This design comes from an exercise in tuning for small area, a short achievable clock period and few clock cycles per item on the open sky130 flow, not from production work.
RTL that was checked went through simulation tests only; none was proved equivalent to the original.

// sbox_subbytes_pipe
module sbox_subbytes_pipe
#(
   parameter int N_BYTES = 16
) (
   input  logic                 clk,
   input  logic                 rst_n,
   input  logic                 in_valid,
   output logic                 in_ready,
   input  logic [8*N_BYTES-1:0] in_data,
   input  logic                 in_inv,
   output logic                 out_valid,
   input  logic                 out_ready,
   output logic [8*N_BYTES-1:0] out_data,
   output logic                 out_inv,
   output logic                 busy
);
export LEC_CHECK = 0
export ABC_AREA = 1
export CAP_MARGIN = 20
export CELL_PAD_IN_SITES_DETAIL_PLACEMENT = 0
export CELL_PAD_IN_SITES_GLOBAL_PLACEMENT = 1
export CORE_MARGIN = 2
export CORE_UTILIZATION = 50
export CTS_CLUSTER_DIAMETER = 80
export CTS_CLUSTER_SIZE = 24
export PLACE_DENSITY = 0.62
export SETUP_SLACK_MARGIN = 2.0
export SLEW_MARGIN = 20
create_clock -name core_clock -period 5.0 [get_ports {clk}]
standard.sh (not shown) runs the stock make flow with config.mk's settings and CLKGATE_MAP_FILE= SYNTH_SCRIPT=/design/flow/synth_recipe.tcl, a recipe that flattens the netlist after the stock synthesis.
==> flow/flow/run.sh <==
#!/bin/bash
# Own flow: the standard layout (standard.sh) with two changes:
#  - synthesis maps the logic with flow/abc.script in place of ORFS's abc_area.script
#    (registers, flattening and renaming are the standard synthesis's);
#  - the port buffers that the standard flow inserts are sky130_fd_sc_hd__buf_2 cells
#    instead of the tool's default pick.
# Each step's full output goes to its own log file in this folder.
set -euo pipefail
cd "$(dirname "$0")/.."
rm -rf myscripts
cp -r "$FLOW_HOME/scripts" myscripts
cp flow/abc.script myscripts/abc_area.script
bash standard.sh SCRIPTS_DIR="$PWD/myscripts" synth > synth.log 2>&1
bash standard.sh BUFFER_PORTS_ARGS="-buffer_cell sky130_fd_sc_hd__buf_2" finish > layout.log 2>&1
==> flow/flow/abc.script <==
strash
dch
map -D 3000
topo
stime -c
buffer -c
upsize -c
dnsize -c
Testbench counts at the start, summed over its fixed seeds: cycles 8,024, items 8,000.
Then changed:
==> flow/flow/abc.script (replaced) <==
strash
dch
map -D 3000
strash
dch
map -D 3000
topo
stime -c
buffer -c
upsize -c
dnsize -c
- CORE_UTILIZATION: 50 -> 60
- CTS_CLUSTER_DIAMETER: 80 -> 100
- CTS_CLUSTER_SIZE: 24 -> 30
- PLACE_DENSITY: 0.62 -> 0.7
- SETUP_SLACK_MARGIN: 2.0 -> 2.05
First-iteration DRC count increases by 2.1%; flip-flop and latch count stays the same; worst setup slack is better by 0.0089 ns; clock skew rose by 0.0082 ns; register-to-register slack gains 0.03 ns.
Then changed:
==> flow/flow/abc.script (replaced) <==
strash
&get -n
&dch -f
&nf -R 1000
&put
topo
stime -c
- CORE_UTILIZATION: 60 -> 70
- PLACE_DENSITY: 0.7 -> 0.8
=> Synthesized cell count went down by about 15%; design area went down by about 4.7%; clock-buffer cell count went down by 8; clock skew stays flat.
Then changed:
==> flow/flow/abc.script (replaced) <==
strash
dch
map -D 3000
topo
stime -c
buffer -c
upsize -c
dnsize -c
- CORE_UTILIZATION: 70 -> 50
- PLACE_DENSITY: 0.8 -> 0.62
- SETUP_SLACK_MARGIN: 2.05 -> 2.0
The changed run finished clean.
Design area came out higher by 6.9%.
Setup slack got worse by 0.018 ns.
Global-route usage fell by 7.3 points.
Via count rose by 6.5%.
Die area is higher by 48%.
Synthesized cell count rose by 19%.
Maximum frequency came out lower by 0.61%.
Wire length grows by 4.7%.
Area after synthesis goes up by 6.3%.
Then changed:
- CORE_UTILIZATION: 50 -> 62
- CTS_CLUSTER_DIAMETER: 100 -> default
- CTS_CLUSTER_SIZE: 30 -> default
- PLACE_DENSITY: 0.62 -> 0.72
The changed run ran to the end with no violations.
Routed wire length went down by a few percent.
Critical path depth does not change.
First-iteration DRC count increases by a few percent.
Fmax drops slightly.
Cell count shrinks by a few percent.
Via count increases slightly.
Worst setup slack is worse by 0.020 ns.

Another version of the RTL of sbox_subbytes_pipe (not shown whole).
For scale: roughly 3500 cells after synthesis, about 460 flip-flops, roughly 0.036 mm2 of cells after synthesis.
export LEC_CHECK = 0
export ABC_AREA = 1
export CAP_MARGIN = 20
export CELL_PAD_IN_SITES_DETAIL_PLACEMENT = 0
export CELL_PAD_IN_SITES_GLOBAL_PLACEMENT = 1
export CORE_MARGIN = 2
export CORE_UTILIZATION = 60
export CTS_CLUSTER_DIAMETER = 100
export CTS_CLUSTER_SIZE = 30
export PLACE_DENSITY = 0.7
export SETUP_SLACK_MARGIN = 2.25
export SLEW_MARGIN = 20
create_clock -name core_clock -period 5.0 [get_ports {clk}]
==> flow/flow/abc.script <==
strash
&get -n
&dch -f
&nf -R 1000
&put
topo
stime -c
Scripts as last shown in full above: flow/flow/run.sh
The baseline completed without violations.
==> next run, changes <==
--- a/flow/config.mk
+++ b/flow/config.mk
@@ -16,3 +16,3 @@
 export PLACE_DENSITY = 0.7
-export SETUP_SLACK_MARGIN = 2.25
+export SETUP_SLACK_MARGIN = 2.15
 export SLEW_MARGIN = 20
Effect: Register-to-register slack hardly moves. Clock-buffer cell count is unchanged. Design area is lower by 3.5%. Setup slack barely changes. Routed wire length drops by 4.0%. Non-clock buffer count drops by 89.
Function was not checked in any run of this note: the RTL went through the layout flow alone.

Another version of the RTL of sbox_subbytes_pipe (not shown whole).
Size in the first run: about 4400 cells after synthesis, roughly 270 I/O pins.
clock: 5.0 ns
lec_check: 0
abc_area: 1
cap_margin: 20
cell_pad_in_sites_detail_placement: 1
cell_pad_in_sites_global_placement: 2
core_margin: 2
core_utilization: 50
place_density: 0.6
slew_margin: 20
==> flow/flow/run.sh <==
#!/bin/bash
# Own flow: the standard layout, but synthesis maps the logic with an
# area-oriented ABC script (flow/abc.script) in place of ORFS's abc_area.script.
# Everything else (registers, flattening, renaming, later steps) is the standard flow.
set -euo pipefail
cd "$(dirname "$0")/.."
rm -rf myscripts
cp -r "$FLOW_HOME/scripts" myscripts
cp flow/abc.script myscripts/abc_area.script
bash standard.sh SCRIPTS_DIR="$PWD/myscripts" synth > synth.log 2>&1
bash standard.sh > layout.log 2>&1
==> flow/flow/abc.script <==
strash
dch
map -D 3000
topo
stime -c
buffer -c
upsize -c
dnsize -c
Change:
==> flow/run.sh (new file) <==
#!/bin/bash
# synth_recipe.tcl (not shown) runs the flow's synth.tcl, then flattens the netlist and writes it again
# the make line also repeats each setting of config.mk as NAME=value (left out here)
make -C /OpenROAD-flow-scripts/flow DESIGN_CONFIG=/design/flow/config.mk WORK_HOME=/design/flow/orfs CLKGATE_MAP_FILE= SYNTH_SCRIPT=/design/flow/synth_recipe.tcl finish
removed: flow/flow/run.sh
removed: flow/flow/abc.script
removed: flow/standard.sh
=>
- Now the flow did not get past 3_1_place_gp_skip_io
- synthesized area goes up by 29%
- synthesized cell count went up by 66%
Change:
==> flow/flow/run.sh (new file) <==
#!/bin/bash
# Own flow: the standard layout (standard.sh) with two changes:
#  - synthesis maps the logic with flow/abc.script in place of ORFS's abc_area.script
#    (registers, flattening and renaming are the standard synthesis's);
#  - the port buffers that the standard flow inserts are sky130_fd_sc_hd__buf_2 cells
#    instead of the tool's default pick.
# Each step's full output goes to its own log file in this folder.
set -euo pipefail
cd "$(dirname "$0")/.."
rm -rf myscripts
cp -r "$FLOW_HOME/scripts" myscripts
cp flow/abc.script myscripts/abc_area.script
bash standard.sh SCRIPTS_DIR="$PWD/myscripts" synth > synth.log 2>&1
bash standard.sh BUFFER_PORTS_ARGS="-buffer_cell sky130_fd_sc_hd__buf_2" finish > layout.log 2>&1
==> flow/flow/abc.script (new file) <==
strash
dch
map -D 3000
topo
stime -c
buffer -c
upsize -c
dnsize -c
==> flow/standard.sh (new file) <==
#!/bin/bash
# synth_recipe.tcl (not shown) runs the flow's synth.tcl, then flattens the netlist and writes it again
# the make line also repeats each setting of config.mk as NAME=value (left out here)
make -C /OpenROAD-flow-scripts/flow DESIGN_CONFIG=/design/flow/config.mk WORK_HOME=/design/flow/orfs CLKGATE_MAP_FILE= SYNTH_SCRIPT=/design/flow/synth_recipe.tcl "${@:-finish}"
--- a/flow/config.mk
+++ b/flow/config.mk
@@ -10,2 +10,2 @@
-export CELL_PAD_IN_SITES_DETAIL_PLACEMENT = 1
-export CELL_PAD_IN_SITES_GLOBAL_PLACEMENT = 2
+export CELL_PAD_IN_SITES_DETAIL_PLACEMENT = 0
+export CELL_PAD_IN_SITES_GLOBAL_PLACEMENT = 1
@@ -14 +14 @@
-export PLACE_DENSITY = 0.6
+export PLACE_DENSITY = 0.62
removed: flow/run.sh
Result:
- This time the run went through all stages and came out clean
- synthesized cell count goes down by well over a third
- synthesized area goes down by about a fifth
No run of this note included a check of the RTL's function; only the layout flow was run.

== quartz ==
sbox_subbytes_pipe, a different RTL version from the one above (not shown whole).
Size: roughly 9300 cells after synthesis, ~48000 µm² of cells after synthesis.
make LEC_CHECK=0 ABC_AREA=1 CAP_MARGIN=20 CELL_PAD_IN_SITES_DETAIL_PLACEMENT=0 CELL_PAD_IN_SITES_GLOBAL_PLACEMENT=1 CORE_MARGIN=2 CORE_UTILIZATION=55 PLACE_DENSITY=0.65 SETUP_SLACK_MARGIN=1.5 SLEW_MARGIN=20 finish   # period 5.0 ns
run.sh (not shown) runs the stock make flow with config.mk's settings and CLKGATE_MAP_FILE= SYNTH_SCRIPT=/design/flow/synth_recipe.tcl, a recipe that flattens the netlist after the stock synthesis.
Stock flow here: none of the scripts above is used.
Relative to quartz, the following input files were edited for amber:
==> flow/flow/run.sh (new file) <==
#!/bin/bash
# Own flow: the standard layout, but synthesis maps the logic with an
# area-oriented ABC script (flow/abc.script) in place of ORFS's abc_area.script.
# Everything else (registers, flattening, renaming, later steps) is the standard flow.
set -euo pipefail
cd "$(dirname "$0")/.."
rm -rf myscripts
cp -r "$FLOW_HOME/scripts" myscripts
cp flow/abc.script myscripts/abc_area.script
bash standard.sh SCRIPTS_DIR="$PWD/myscripts" synth > synth.log 2>&1
bash standard.sh > layout.log 2>&1
==> flow/flow/abc.script (new file) <==
strash
dch
amap
topo
stime -c
buffer -c
upsize -c
dnsize -c
==> flow/standard.sh (new file) <==
#!/bin/bash
# synth_recipe.tcl (not shown) runs the flow's synth.tcl, then flattens the netlist and writes it again
# the make line also repeats each setting of config.mk as NAME=value (left out here)
make -C /OpenROAD-flow-scripts/flow DESIGN_CONFIG=/design/flow/config.mk WORK_HOME=/design/flow/orfs CLKGATE_MAP_FILE= SYNTH_SCRIPT=/design/flow/synth_recipe.tcl "${@:-finish}"
removed: flow/run.sh
==> comparison <==
Looking at overall die height, amber sits about 18% below quartz.
Looking at period utilization across quartz and amber, the one that comes out higher is amber.
Area: amber vs quartz -> amber smaller
amber ends up with a signed area change from the synthesized netlist to the final layout that is 4.5 points lower than in quartz.
Status amber: flow complete, layout not clean - setup timing
Post-detailed-routing wire length, amber vs quartz: down by more than a quarter
Inputs modified between amber and lagoon:
- SETUP_SLACK_MARGIN removed (was 1.5)
- CELL_PAD_IN_SITES_GLOBAL_PLACEMENT changed from 1 to 2
- CELL_PAD_IN_SITES_DETAIL_PLACEMENT changed from 0 to 1
- CORE_UTILIZATION changed from 55 to 50
- PLACE_DENSITY changed from 0.65 to 0.6
-- flow/flow/abc.script --
<<< amber, line 3
amap
>>> lagoon, line 3
map -D 3000
--- outcome ---
The flow completed for amber, but it is not clean: the layout still shows setup timing.
lagoon completed end to end; final checks failed (setup timing).
Diff amber -> lagoon | total stage count of the critical path | decrease of 4
In the reports for lagoon and amber, the larger worst hold slack belongs to lagoon.
In the metrics for lagoon and amber, the one carrying the higher longest individual stage delay on the worst path is lagoon.
In lagoon the final area turned out 6200 µm² lower than in amber.
lagoon vs amber — highest attainable clock frequency rose 1.4%.
| slack of the critical path | lagoon vs amber | better |
Taking amber as the reference, in lagoon number of buffers inserted to repair setup after CTS saw a decrease, xor-xnor portion of the synthesized cell area up 45 points.
diff inputs: lagoon => ember
- changing PLACE_DENSITY from 0.6 to 0.5
- changing CORE_UTILIZATION from 50 to 30
==> flow/run.sh (new file) <==
#!/bin/bash
# synth_recipe.tcl (not shown) runs the flow's synth.tcl, then flattens the netlist and writes it again
# the make line also repeats each setting of config.mk as NAME=value (left out here)
make -C /OpenROAD-flow-scripts/flow DESIGN_CONFIG=/design/flow/config.mk WORK_HOME=/design/flow/orfs CLKGATE_MAP_FILE= SYNTH_SCRIPT=/design/flow/synth_recipe.tcl finish
removed: flow/flow/run.sh
removed: flow/flow/abc.script
removed: flow/standard.sh
==> notes.md <==
- ember has completed all stages; timing, DRC and antenna checks passed.
- Diff lagoon -> ember: utilization now sits lower; summed area of non-filler cells in the final layout +32%; cell count after synthesis now larger; number of setup buffers added after CTS has decreased.
No run of this note included a check of the RTL's function; only the layout flow was run.

separate check: timing with driven ports:
The flow's constraints put no driver on any port. The routed layouts listed below were extracted and timed again, unchanged, in two steps. Step 1 assumes that a clkbuf_16 drives the clock port and a buf_2 every other input. Step 2 adds t to the input delays and takes it off the output delays; t is the mean of the earliest and latest rising clock arrival at the registers after step 1. Input paths then give back, and output paths get back, about the clock's delay inside the block. Three values: ideal, step 1, step 2; two values: the first two.
run | shift t [ns] | setup slack, ns | clock arrival spread, ns | worst register clock-pin slew, ns | cell pins on the clock port's net
the first run of note 1 | 0.682 | 2.060 / 1.994 / 1.863 | 0.025 / 0.025 | 0.09 / 0.09 | 1
the second run of note 1 | 0.647 | 2.069 / 2.002 / 1.585 | 0.031 / 0.030 | 0.12 / 0.12 | 1
the third run of note 1 | 0.607 | 2.079 / 2.014 / 1.770 | 0.031 / 0.031 | 0.12 / 0.12 | 1
the fourth run of note 1 | 0.636 | 2.061 / 1.997 / 1.869 | 0.050 / 0.050 | 0.12 / 0.12 | 1
the fifth run of note 1 | 0.655 | 2.041 / 1.978 / 1.676 | 0.019 / 0.019 | 0.06 / 0.06 | 1
the first run of note 2 | 0.633 | 2.178 / 2.114 / 2.270 | 0.024 / 0.024 | 0.11 / 0.11 | 1
the second run of note 2 | 0.632 | 2.176 / 2.114 / 2.256 | 0.023 / 0.022 | 0.11 / 0.11 | 1
the first run of note 3 | 0.555 | 0.078 / 0.014 / 0.132 | 0.015 / 0.015 | 0.08 / 0.08 | 1
the third run of note 3 | 0.542 | 0.284 / 0.221 / 0.439 | 0.013 / 0.012 | 0.08 / 0.08 | 1
quartz | 0.585 | 0.541 / 0.473 / 0.808 | 0.014 / 0.015 | 0.08 / 0.08 | 1
amber | 0.567 | -0.158 / -0.220 / -0.219 | 0.015 / 0.015 | 0.09 / 0.09 | 1
lagoon | 0.573 | -0.086 / -0.153 / 0.104 | 0.014 / 0.014 | 0.08 / 0.08 | 1
ember | 0.605 | 0.193 / 0.116 / 0.295 | 0.025 / 0.025 | 0.09 / 0.09 | 1
For the second run of note 1, which loses most, drivers alone change the setup slack by -0.067 ns; drivers and shift together by -0.484 ns.
